This is an optimization exercise on Yosys and OpenROAD, whose aim is small area, a short achievable clock period and few clock cycles per item, not a production implementation.
In this exercise RTL edits were held to simulation tests only and were not proved equivalent to the original.

<file path="design/flow/run.sh">
#!/bin/bash
# synth_recipe.tcl (not shown) runs the flow's synth.tcl, then flattens the netlist and writes it again
# the make line also repeats each setting of config.mk as NAME=value (left out here)
make -C /OpenROAD-flow-scripts/flow DESIGN_CONFIG=/design/flow/config.mk WORK_HOME=/design/flow/orfs CLKGATE_MAP_FILE= SYNTH_SCRIPT=/design/flow/synth_recipe.tcl finish
</file>
<file path="design/flow/config.mk">
export PLATFORM = sky130hd
export DESIGN_NAME = snn_top
export DESIGN_NICKNAME = snn_top
export VERILOG_FILES = /design/flow/design.v
export SDC_FILE = /design/flow/constraint.sdc
export NUM_CORES = 4
export LEC_CHECK = 0
export CAP_MARGIN = 20
export CORE_MARGIN = 2
export CORE_UTILIZATION = 40
export SLEW_MARGIN = 20
</file>
<file path="design/flow/constraint.sdc">
create_clock -name core_clock -period 11.0 [get_ports {clk}]
set_input_delay 2.2000 -clock core_clock [delete_from_list [all_inputs] [get_ports {clk}]]
set_output_delay 2.2000 -clock core_clock [all_outputs]
set_load 0.01 [all_outputs]
</file>
<file path="design/flow/design.v">
`timescale 1ns/10ps
package snn_pkg;
  localparam int WIDTH = 26;
  localparam int GROUP_SIZE = 4;
  localparam int NUM_LAYERS = 2;
  localparam int L0_INPUTS  = 16;
  localparam int L1_INPUTS  = 8;
  localparam int L0_NEURONS = 8;
  localparam int L1_NEURONS = 4;
  localparam int L0_GROUPS  = L0_INPUTS / GROUP_SIZE;
  localparam int L1_GROUPS  = L1_INPUTS / GROUP_SIZE;
  localparam int MAX_GROUPS = 4;
  localparam int MAX_NEURONS = 8;
  localparam logic [12:0] L0_DECAY = 13'd3681;
  localparam logic [12:0] L1_DECAY = 13'd3672;
  localparam int DECAY_SHIFT = 12;
  localparam int THRESHOLD = 6;
  localparam int WEIGHT_DEPTH = 64;
  localparam int LAYER_W  = 1;
  localparam int NEURON_W = 3;
  localparam int GROUP_W  = 2;
  localparam int WADDR_W  = 6;
endpackage
`timescale 1ns/10ps
module spike_buffer (
  input  logic                              clk,
  input  logic                              rst,
  input  logic                              i_en,
  input  logic [snn_pkg::GROUP_SIZE-1:0]    i_spike_in,
  input  logic [snn_pkg::LAYER_W-1:0]       i_stream_layer,
  input  logic [snn_pkg::GROUP_W-1:0]       i_stream_group,
  input  logic                              i_stream_empty,
  input  logic                              i_result_valid,
  input  logic [snn_pkg::LAYER_W-1:0]       i_result_layer,
  input  logic [snn_pkg::NEURON_W-1:0]      i_result_neuron,
  input  logic                              i_result_spike,
  output logic [snn_pkg::GROUP_SIZE-1:0]    o_spikes,
  output logic                              o_group_wr,
  output logic [snn_pkg::LAYER_W-1:0]       o_group_layer,
  output logic [snn_pkg::GROUP_W-1:0]       o_group_addr,
  output logic                              o_group_active,
  output logic                              o_spike_valid,
  output logic [snn_pkg::GROUP_SIZE-1:0]    o_spike_out
);
  logic [snn_pkg::GROUP_SIZE-1:0] spike_mem [2*snn_pkg::MAX_GROUPS];
  logic [snn_pkg::GROUP_W-1:0]    in_addr;
  logic [snn_pkg::GROUP_SIZE-1:0] pack_q;
  logic [snn_pkg::GROUP_SIZE-1:0] pack_next;
  logic                           pend_wr;
  logic [snn_pkg::LAYER_W-1:0]    pend_layer;
  logic [snn_pkg::GROUP_W-1:0]    pend_addr;
  logic [snn_pkg::GROUP_SIZE-1:0] wr_data;
  always_ff @(posedge clk) begin
    if (rst) begin
      in_addr <= '0;
    end else if (i_en) begin
      if (in_addr == snn_pkg::GROUP_W'(snn_pkg::L0_GROUPS - 1)) begin
        in_addr <= '0;
      end else begin
        in_addr <= in_addr + 1'b1;
      end
    end
  end
  always_comb begin
    pack_next = (i_result_neuron[1:0] == 2'd0) ? '0 : pack_q;
    pack_next[i_result_neuron[1:0]] = i_result_spike;
  end
  always_ff @(posedge clk) begin
    if (i_result_valid) begin
      pack_q     <= pack_next;
      pend_layer <= i_result_layer;
      pend_addr  <= {1'b0, i_result_neuron[2]};
    end
  end
  always_ff @(posedge clk) begin
    if (rst) begin
      pend_wr <= 1'b0;
    end else begin
      pend_wr <= i_result_valid && (i_result_neuron[1:0] == 2'd3);
    end
  end
  assign o_group_wr     = i_en || (pend_wr && (pend_layer == 1'b0));
  assign o_group_layer  = !i_en;
  assign o_group_addr   = i_en ? in_addr : pend_addr;
  assign wr_data        = i_en ? i_spike_in : pack_q;
  assign o_group_active = |wr_data;
  assign o_spike_valid  = pend_wr && (pend_layer == 1'b1);
  assign o_spike_out    = pack_q;
  always_ff @(posedge clk) begin
    if (o_group_wr) begin
      spike_mem[{o_group_layer, o_group_addr}] <= wr_data;
    end
    o_spikes <= i_stream_empty ? '0 : spike_mem[{i_stream_layer, i_stream_group}];
  end
endmodule
`timescale 1ns/10ps
module layer_sequencer (
  input  logic                          clk,
  input  logic                          rst,
  input  logic                          i_group_wr,
  input  logic [snn_pkg::LAYER_W-1:0]   i_group_layer,
  input  logic [snn_pkg::GROUP_W-1:0]   i_group_addr,
  input  logic                          i_group_active,
  input  logic                          i_result_valid,
  input  logic [snn_pkg::LAYER_W-1:0]   i_result_layer,
  output logic                          o_stream_valid,
  output logic [snn_pkg::LAYER_W-1:0]   o_stream_layer,
  output logic [snn_pkg::NEURON_W-1:0]  o_stream_neuron,
  output logic [snn_pkg::GROUP_W-1:0]   o_stream_group,
  output logic                          o_stream_last,
  output logic                          o_stream_empty,
  output logic                          o_valid
);
  logic [snn_pkg::GROUP_W-1:0] stack_mem [2*snn_pkg::MAX_GROUPS];
  logic [2:0]                  stack_cnt [snn_pkg::NUM_LAYERS];
  logic [2:0]                  cnt_base;
  logic                          start;
  logic                          busy;
  logic [snn_pkg::LAYER_W-1:0]   cur_layer;
  logic [snn_pkg::NEURON_W-1:0]  neuron_cnt;
  logic [snn_pkg::NEURON_W-1:0]  last_neuron;
  logic [snn_pkg::GROUP_W-1:0]   ptr;
  logic [snn_pkg::GROUP_W-1:0]   last_group;
  logic                          item_empty;
  logic                          item_last;
  logic [snn_pkg::NEURON_W-1:0]  res_cnt;
  logic [snn_pkg::NEURON_W-1:0]  res_last;
  assign cnt_base = (i_group_addr == '0) ? '0 : stack_cnt[i_group_layer];
  always_ff @(posedge clk) begin
    if (rst) begin
      stack_cnt[0] <= '0;
      stack_cnt[1] <= '0;
    end else if (i_group_wr) begin
      stack_cnt[i_group_layer] <= cnt_base + 3'(i_group_active);
    end
  end
  always_ff @(posedge clk) begin
    if (i_group_wr && i_group_active) begin
      stack_mem[{i_group_layer, cnt_base[1:0]}] <= i_group_addr;
    end
  end
  assign last_group = i_group_layer ? snn_pkg::GROUP_W'(snn_pkg::L1_GROUPS - 1)
                                    : snn_pkg::GROUP_W'(snn_pkg::L0_GROUPS - 1);
  assign start = i_group_wr && (i_group_addr == last_group);
  assign item_empty  = (stack_cnt[cur_layer] == '0);
  assign item_last   = item_empty ||
    (ptr == snn_pkg::GROUP_W'(stack_cnt[cur_layer] - 1'b1));
  assign last_neuron = cur_layer ? snn_pkg::NEURON_W'(snn_pkg::L1_NEURONS - 1)
                                 : snn_pkg::NEURON_W'(snn_pkg::L0_NEURONS - 1);
  assign o_stream_valid  = busy;
  assign o_stream_layer  = cur_layer;
  assign o_stream_neuron = neuron_cnt;
  assign o_stream_group  = item_empty ? '0 : stack_mem[{cur_layer, ptr}];
  assign o_stream_last   = busy && item_last;
  assign o_stream_empty  = busy && item_empty;
  always_ff @(posedge clk) begin
    if (rst) begin
      busy       <= 1'b0;
      cur_layer  <= '0;
      neuron_cnt <= '0;
      ptr        <= '0;
    end else if (start) begin
      busy       <= 1'b1;
      cur_layer  <= i_group_layer;
      neuron_cnt <= '0;
      ptr        <= '0;
    end else if (busy) begin
      if (item_last) begin
        ptr <= '0;
        if (neuron_cnt == last_neuron) begin
          busy       <= 1'b0;
          neuron_cnt <= '0;
        end else begin
          neuron_cnt <= neuron_cnt + 1'b1;
        end
      end else begin
        ptr <= ptr + 1'b1;
      end
    end
  end
  assign res_last = i_result_layer ? snn_pkg::NEURON_W'(snn_pkg::L1_NEURONS - 1)
                                   : snn_pkg::NEURON_W'(snn_pkg::L0_NEURONS - 1);
  always_ff @(posedge clk) begin
    if (rst) begin
      res_cnt <= '0;
      o_valid <= 1'b0;
    end else begin
      o_valid <= i_result_valid && (res_cnt == res_last) && (i_result_layer == 1'b1);
      if (i_result_valid) begin
        res_cnt <= (res_cnt == res_last) ? '0 : res_cnt + 1'b1;
      end
    end
  end
endmodule
`timescale 1ns/10ps
module weight_mem (
  input  logic                          clk,
  input  logic                          i_wr_en,
  input  logic [snn_pkg::WADDR_W-1:0]   i_wr_addr,
  input  logic [15:0]                   i_wr_data,
  input  logic [snn_pkg::LAYER_W-1:0]   i_stream_layer,
  input  logic [snn_pkg::NEURON_W-1:0]  i_stream_neuron,
  input  logic [snn_pkg::GROUP_W-1:0]   i_stream_group,
  output logic [15:0]                   o_weights
);
  logic [15:0]                 wmem [snn_pkg::WEIGHT_DEPTH];
  logic [snn_pkg::WADDR_W-1:0] rd_addr;
  assign rd_addr = {i_stream_layer, i_stream_neuron, i_stream_group};
  always_ff @(posedge clk) begin
    if (i_wr_en) begin
      wmem[i_wr_addr] <= i_wr_data;
    end
    o_weights <= wmem[rd_addr];
  end
endmodule
`timescale 1ns/10ps
module lif_neuron (
  input  logic                             clk,
  input  logic                             rst,
  input  logic                             i_stream_valid,
  input  logic                             i_stream_last,
  input  logic                             i_stream_empty,
  input  logic [snn_pkg::LAYER_W-1:0]      i_stream_layer,
  input  logic [snn_pkg::NEURON_W-1:0]     i_stream_neuron,
  input  logic [snn_pkg::GROUP_SIZE-1:0]   i_spikes,
  input  logic [15:0]                      i_weights,
  output logic                             o_result_valid,
  output logic [snn_pkg::LAYER_W-1:0]      o_result_layer,
  output logic [snn_pkg::NEURON_W-1:0]     o_result_neuron,
  output logic                             o_result_spike,
  output logic signed [snn_pkg::WIDTH-1:0] o_result_voltage
);
  logic signed [snn_pkg::WIDTH-1:0] vmem [2*snn_pkg::MAX_NEURONS];
  logic                             valid_d;
  logic                             last_d;
  logic                             empty_d;
  logic [snn_pkg::LAYER_W-1:0]      layer_d;
  logic [snn_pkg::NEURON_W-1:0]     neuron_d;
  logic signed [snn_pkg::WIDTH-1:0] acc;
  logic signed [snn_pkg::WIDTH-1:0] item_sum;
  logic signed [snn_pkg::WIDTH-1:0] total;
  logic signed [snn_pkg::WIDTH-1:0] v_old;
  logic signed [snn_pkg::WIDTH-1:0] v_decayed;
  logic signed [snn_pkg::WIDTH-1:0] v_new;
  logic        [12:0]               decay;
  logic signed [snn_pkg::WIDTH+13:0] decay_prod;
  logic                             fire;
  always_ff @(posedge clk) begin
    if (rst) begin
      valid_d <= 1'b0;
      last_d  <= 1'b0;
    end else begin
      valid_d <= i_stream_valid;
      last_d  <= i_stream_last;
    end
  end
  always_ff @(posedge clk) begin
    empty_d  <= i_stream_empty;
    layer_d  <= i_stream_layer;
    neuron_d <= i_stream_neuron;
  end
  always_comb begin
    item_sum = '0;
    for (int b = 0; b < snn_pkg::GROUP_SIZE; b++) begin
      if (i_spikes[b] && !empty_d) begin
        item_sum = item_sum + snn_pkg::WIDTH'($signed(i_weights[4*b +: 4]));
      end
    end
  end
  assign total = acc + item_sum;
  always_ff @(posedge clk) begin
    if (rst) begin
      acc <= '0;
    end else if (valid_d) begin
      acc <= last_d ? '0 : total;
    end
  end
  assign v_old = vmem[{layer_d, neuron_d}];
  assign decay = layer_d ? snn_pkg::L1_DECAY : snn_pkg::L0_DECAY;
  always_comb begin
    decay_prod = v_old * $signed({1'b0, decay});
    v_decayed  = snn_pkg::WIDTH'(decay_prod >>> snn_pkg::DECAY_SHIFT);
    v_new      = v_decayed + total;
    fire       = (v_new >= $signed(snn_pkg::WIDTH'(snn_pkg::THRESHOLD)));
  end
  always_ff @(posedge clk) begin
    if (rst) begin
      for (int i = 0; i < 2*snn_pkg::MAX_NEURONS; i++) begin
        vmem[i] <= '0;
      end
    end else if (valid_d && last_d) begin
      vmem[{layer_d, neuron_d}] <= fire ? '0 : v_new;
    end
  end
  always_ff @(posedge clk) begin
    if (rst) begin
      o_result_valid <= 1'b0;
    end else begin
      o_result_valid <= valid_d && last_d;
    end
  end
  always_ff @(posedge clk) begin
    o_result_layer   <= layer_d;
    o_result_neuron  <= neuron_d;
    o_result_spike   <= fire;
    o_result_voltage <= fire ? '0 : v_new;
  end
endmodule
`timescale 1ns/10ps
module output_buffer (
  input  logic                      clk,
  input  logic                      i_result_valid,
  input  logic [snn_pkg::LAYER_W-1:0]  i_result_layer,
  input  logic [snn_pkg::NEURON_W-1:0] i_result_neuron,
  input  logic [snn_pkg::WIDTH-1:0] i_result_voltage,
  input  logic                      i_rd_en,
  input  logic [1:0]                i_rd_addr,
  output logic [snn_pkg::WIDTH-1:0] o_rd_data
);
  logic [snn_pkg::WIDTH-1:0] obuf [snn_pkg::L1_NEURONS];
  always_ff @(posedge clk) begin
    if (i_result_valid && (i_result_layer == 1'b1)) begin
      obuf[i_result_neuron[1:0]] <= i_result_voltage;
    end
    if (i_rd_en) begin
      o_rd_data <= obuf[i_rd_addr];
    end
  end
endmodule
`timescale 1ns/10ps
module snn_top (
  input  logic                           clk,
  input  logic                           rst,
  input  logic                           i_en,
  input  logic [snn_pkg::GROUP_SIZE-1:0] i_spike_in,
  input  logic                           i_weight_wr_en,
  input  logic [snn_pkg::WADDR_W-1:0]    i_weight_wr_addr,
  input  logic [15:0]                    i_weight_wr_data,
  input  logic                           i_obuf_rd_en,
  input  logic [1:0]                     i_obuf_addr,
  output logic [snn_pkg::WIDTH-1:0]      o_obuf_data,
  output logic                           o_valid,
  output logic                           o_spike_valid,
  output logic [snn_pkg::GROUP_SIZE-1:0] o_spike_out
);
  logic                          stream_valid;
  logic [snn_pkg::LAYER_W-1:0]   stream_layer;
  logic [snn_pkg::NEURON_W-1:0]  stream_neuron;
  logic [snn_pkg::GROUP_W-1:0]   stream_group;
  logic                          stream_last;
  logic                          stream_empty;
  logic                          result_valid;
  logic [snn_pkg::LAYER_W-1:0]   result_layer;
  logic [snn_pkg::NEURON_W-1:0]  result_neuron;
  logic                          result_spike;
  logic [snn_pkg::WIDTH-1:0]     result_voltage;
  logic [snn_pkg::GROUP_SIZE-1:0] spikes;
  logic [15:0]                    weights;
  logic                          group_wr;
  logic [snn_pkg::LAYER_W-1:0]   group_layer;
  logic [snn_pkg::GROUP_W-1:0]   group_addr;
  logic                          group_active;
  spike_buffer spike_buffer0 (
    .clk             (clk),
    .rst             (rst),
    .i_en            (i_en),
    .i_spike_in      (i_spike_in),
    .i_stream_layer  (stream_layer),
    .i_stream_group  (stream_group),
    .i_stream_empty  (stream_empty),
    .i_result_valid  (result_valid),
    .i_result_layer  (result_layer),
    .i_result_neuron (result_neuron),
    .i_result_spike  (result_spike),
    .o_spikes        (spikes),
    .o_group_wr      (group_wr),
    .o_group_layer   (group_layer),
    .o_group_addr    (group_addr),
    .o_group_active  (group_active),
    .o_spike_valid   (o_spike_valid),
    .o_spike_out     (o_spike_out)
  );
  layer_sequencer layer_sequencer0 (
    .clk             (clk),
    .rst             (rst),
    .i_group_wr      (group_wr),
    .i_group_layer   (group_layer),
    .i_group_addr    (group_addr),
    .i_group_active  (group_active),
    .i_result_valid  (result_valid),
    .i_result_layer  (result_layer),
    .o_stream_valid  (stream_valid),
    .o_stream_layer  (stream_layer),
    .o_stream_neuron (stream_neuron),
    .o_stream_group  (stream_group),
    .o_stream_last   (stream_last),
    .o_stream_empty  (stream_empty),
    .o_valid         (o_valid)
  );
  weight_mem weight_mem0 (
    .clk             (clk),
    .i_wr_en         (i_weight_wr_en),
    .i_wr_addr       (i_weight_wr_addr),
    .i_wr_data       (i_weight_wr_data),
    .i_stream_layer  (stream_layer),
    .i_stream_neuron (stream_neuron),
    .i_stream_group  (stream_group),
    .o_weights       (weights)
  );
  lif_neuron lif_neuron0 (
    .clk              (clk),
    .rst              (rst),
    .i_stream_valid   (stream_valid),
    .i_stream_last    (stream_last),
    .i_stream_empty   (stream_empty),
    .i_stream_layer   (stream_layer),
    .i_stream_neuron  (stream_neuron),
    .i_spikes         (spikes),
    .i_weights        (weights),
    .o_result_valid   (result_valid),
    .o_result_layer   (result_layer),
    .o_result_neuron  (result_neuron),
    .o_result_spike   (result_spike),
    .o_result_voltage (result_voltage)
  );
  output_buffer output_buffer0 (
    .clk              (clk),
    .i_result_valid   (result_valid),
    .i_result_layer   (result_layer),
    .i_result_neuron  (result_neuron),
    .i_result_voltage (result_voltage),
    .i_rd_en          (i_obuf_rd_en),
    .i_rd_addr        (i_obuf_addr),
    .o_rd_data        (o_obuf_data)
  );
endmodule
</file>
==> summary.txt <==
Status
  – Status: timing/DRC/antenna clean

Floorplanning
  – Top Ports: 65
  – Die Wd: 461 µm
  – Core Rows: 167
  – Core ar.: 0.207 mm²
  – Initial Utilization: 0.403
  – Chip Height: 461 µm
  – Full die area: approximately 0.21 mm²

Timing
  – Final Critical Period: roughly 11000 ps
  – Worst Max-Slew Pin Slew: about 1200 ps
  – Worst Setup Slack, final: approximately 430 ps
  – Final setup vio count: 0
  – Slew HR: 0.214
  – Clock skew: between 70 and 80 ps
  – Max Freq: approximately 95 MHz
  – Hold Fails Final Rpt: 0
  – Min Hold Slack: 449 ps
  – Max Slew Vio Count: 0
  – Period utilisation layout: 0.961

Final layout
  – Area delta synth->final: 13.2%
  – Layout net count: 6690
  – Cell Count, Final, Fillers Out: 9201
  – Share of layout cells above drive strength 1: 0.137
  – Post-Layout Inst Area: 0.0944 mm²
  – Commonest non-fill, non-tap cell in the layout: edfxtp_1
  – Fillers: 18400
  – Most frequent cells in the layout: edfxtp_1, nand2_1, a21oi_1

Clock network
  – CTS Buf Count: 177
  – CTS hold repair buffers: 0
  – Clock Tree Root: clkbuf_16
  – Clock sinks: around 1700
  – Reg clk slew, reported paths: 60 ps
  – Worst skew pair latency: 820 ps
  – H-tree levels: 4
  – Clk buf depth: 3
  – TritonCTS clock tree: yes

Critical path
  – Reg2Reg Launch Point: lif_neuron0.neuron_d[0]$_DFF_P_
  – Worst R2R End: lif_neuron0.vmem[8][5]$_SDFFCE_PN0P_
  – Buffers & Inverters on Critical Path: 8
  – WP data required: 11660 ps
  – Critical path arrival: 11230 ps
  – Max incr delay on CP: 550 ps
  – R2r setup slk: 430 ps
  – Cell count along the critical path: 39
  – R2r worst-path depth: 39
  – Crit. Startpoint: lif_neuron0.neuron_d[0]$_DFF_P_
  – CP Capture Type: register
  – Critical path fanouts, max: 29
  – Setup crit start kind: register
  – Slowest CP cell: dfxtp_4
  – Critical path's top delay family: adder cells
  – Crit Path Class: reg2reg

Min path
  – Worst min path class: reg2reg
  – Hold Path Depth: 0
  – Hold path startpoint: lif_neuron0.o_result_neuron[2]$_DFF_P_
  – Worst hold endpoint: spike_buffer0.pend_addr[0]$_DFFE_PP_

Place
  – Place WS: 94.4 ps
  – Buffers on Ports: 64
  – Routability Congestion: ~0.86
  – Placed inst area: about 0.088 mm²
  – Dpl cells: 8845
  – Detailed Place HPWL: 130 mm

Logic synthesis
  – Yosys cell types: 77
  – Gate count of the mapped netlist: 6151
  – Async SR Flop Fraction: 0
  – Syn. warnings: 5
  – Syn avg cell area: 13.6 µm²
  – Main flop type after synthesis: edfxtp_1
  – Netlist Area Pre-Place: 0.0835 mm²
  – FF+latch count, synth: 1730
  – Post-synth EDFFs: 1630
  – Sequential area share after synthesis: 0.610

GRT
  – Pin count of the biggest net entering global routing: 146
  – Vias in the first global route: around 50000
  – Congestion Overflow GR: 0
  – First-pass GRT wire length: 316 mm
  – GRT Resource Usage Total: 0.197
  – Initial antenna violation count: 17

Flow run
  – Max-Cap Viols: 0

Routing
  – Via count: 50400
  – Detailed Route WL: 213 mm
  – Routed wire per std cell: 23.2 µm
  – Number of vias per cell: 5.48
  – Detailed router's first-iteration violation count: 4757
  – Detail Route Antenna Nets: 0
  – Residual DRC: 0
  – First drt pass iteration count: 6
-- cell families (layout without fill, tap and decap cells) --
kind of cell	after synthesis	after routing	synth area share
flip-flops	1730	1730	0.610
multiplexers	566	566	0.101
adder cells (fa/ha/maj)	401	401	0.0754
AO/OA/AOI/OAI	1156	1156	0.0880
other	2	19	0.0000900
AND/OR/NAND/NOR	1449	1449	0.0783
buffers and inverters	731	976	0.0345
XOR/XNOR	116	116	0.0123
-- area by class of cell --
cell class | count | area (µm²) | area share
clock inverter | 102 | 957 | 0.0101
antenna | 6 | 15.0 | 0.000159
inverter | 345 | 1290 | 0.0137
sequential | 1730 | 51000 | 0.540
timing repair buffer | 301 | 2760 | 0.0292
multi-input combinational | 3701 | 30200 | 0.320
clock buffer | 228 | 4760 | 0.0504
tap | 2788 | 3490 | 0.0369
-- synth_stat cells (5+ instances only) --
library cell  count  area [µm²]
inv_1           343        1290
a31o_2            5        43.8
nor2b_1          49         307
a211oi_1        228        1710
and4_1            8        70.1
a211oi_2         11         138
o221ai_1          6        52.6
a21boi_0         24         180
nand4_1          11        68.8
nand3_1          40         200
a21o_1           62         465
buf_2            66         330
fa_1            170        3400
buf_4            11        82.6
o21ai_0          97         485
ha_1            231        2890
edfxtp_1       1630       48900
a31oi_1          79         494
dfxtp_1         100        2000
nor4_1            5        31.3
buf_1            50         188
o21bai_1         12        90.1
nor3_1           84         420
o31ai_1           9        67.6
nand2b_1         39         244
mux4_2          218        4910
a311oi_1         69         604
nand3b_1          9        67.6
mux2i_1         320        3200
and2_1          158         988
o211ai_1         10        75.1
xor2_1           41         359
o21a_1           16         120
nor2_1          283        1060
and3_1           22         138
clkbuf_1        258         968
a22oi_1          23         173
a21oi_1         473        2370
mux2_2           28         315
nand2_1         702        2640
or3_1            13        81.3
xnor2_1          74         648
-- flip-flops by register name (all words and copies together), names as in the netlist, 2 cells and up, named ones only --
| signal | cells |
|---|---|
| weight_mem0.wmem | 1024 |
| lif_neuron0.vmem | 416 |
| output_buffer0.obuf | 104 |
| spike_buffer0.spike_mem | 32 |
| lif_neuron0.acc | 26 |
| lif_neuron0.o_result_voltage | 26 |
| output_buffer0.o_rd_data | 26 |
| layer_sequencer0.stack_mem | 16 |
| weight_mem0.o_weights | 16 |
| layer_sequencer0.stack_cnt | 6 |
| spike_buffer0.o_spikes | 4 |
| spike_buffer0.pack_q | 4 |
| layer_sequencer0.neuron_cnt | 3 |
| layer_sequencer0.res_cnt | 3 |
| lif_neuron0.neuron_d | 3 |
| lif_neuron0.o_result_neuron | 3 |
| layer_sequencer0.ptr | 2 |
| spike_buffer0.in_addr | 2 |
-- per-stage QoR --
stage                util  setup TNS (ps)
CTS                 0.453               0
global placement    0.425               0
detailed placement  0.425               0
finish              0.456               0
global route        0.456           -1070
floorplan               -               0
-- what timing repair did --
item,4_1_cts,5_1_grt
endpoints found under the setup margin,0,443
gates resized for setup,0,65
buffers inserted,0,12
-- worst max path at each step --
| stage | slack, ps | end |
|---|---|---|
| floorplan | 390 | lif_neuron0.vmem[2][12]$_SDFFCE_PN0P_ |
| global placement | 220 | lif_neuron0.vmem[8][11]$_SDFFCE_PN0P_ |
| detailed placement | 90 | lif_neuron0.vmem[9][6]$_SDFFCE_PN0P_ |
| CTS | 70 | lif_neuron0.vmem[6][1]$_SDFFCE_PN0P_ |
| global route | -30 | lif_neuron0.vmem[6][8]$_SDFFCE_PN0P_ |
| finish | 430 | lif_neuron0.vmem[8][5]$_SDFFCE_PN0P_ |
-- metal layers --
layer  vias up  GRT usage  share of wire
li1      23100          -              -
met1     25500      0.257           0.41
met2      1399      0.338           0.50
met3       337     0.0287          0.054
met4        12     0.0634          0.032
met5         -          0        0.00038
-- worst reg2reg max path: cells and delay by family, from the launching register on --
| family | cells | cell delay [ps] |
|---|---|---|
| xor+xnor | 2 | 370 |
| buf+inv | 8 | 1480 |
| compound gates | 10 | 2050 |
| mux | 2 | 890 |
| simple gates | 10 | 2340 |
| fa+ha+maj | 7 | 2730 |
| flops | 1 | 550 |
Testbench counts, summed over its fixed seeds: cycles 21,924, frames 576.

[re-timing with driven ports]
In the flow no input, the clock included, has a driving cell. The finished layout below was timed again as built, in two steps. Step 1: set_driving_cell puts a clkbuf_16 on clk and a buf_2 on each other input, an assumption about the parent block. Step 2, shift: input delay + t, output delay - t, t = (earliest + latest rising clock arrival at the registers) / 2. This alone moves slack from input paths to output paths. Three values: ideal, step 1, step 2; two values: the first two.
t, ns: 0.879
setup slack, ns: 0.431 / 0.431 / 0.431
worst slew at a driven data input, ns: 0.13
cell pins on the clock port's net: 1
After both steps this run still meets setup and hold. For this run, drivers alone change the setup slack by 0.000 ns; drivers and shift together by 0.000 ns.
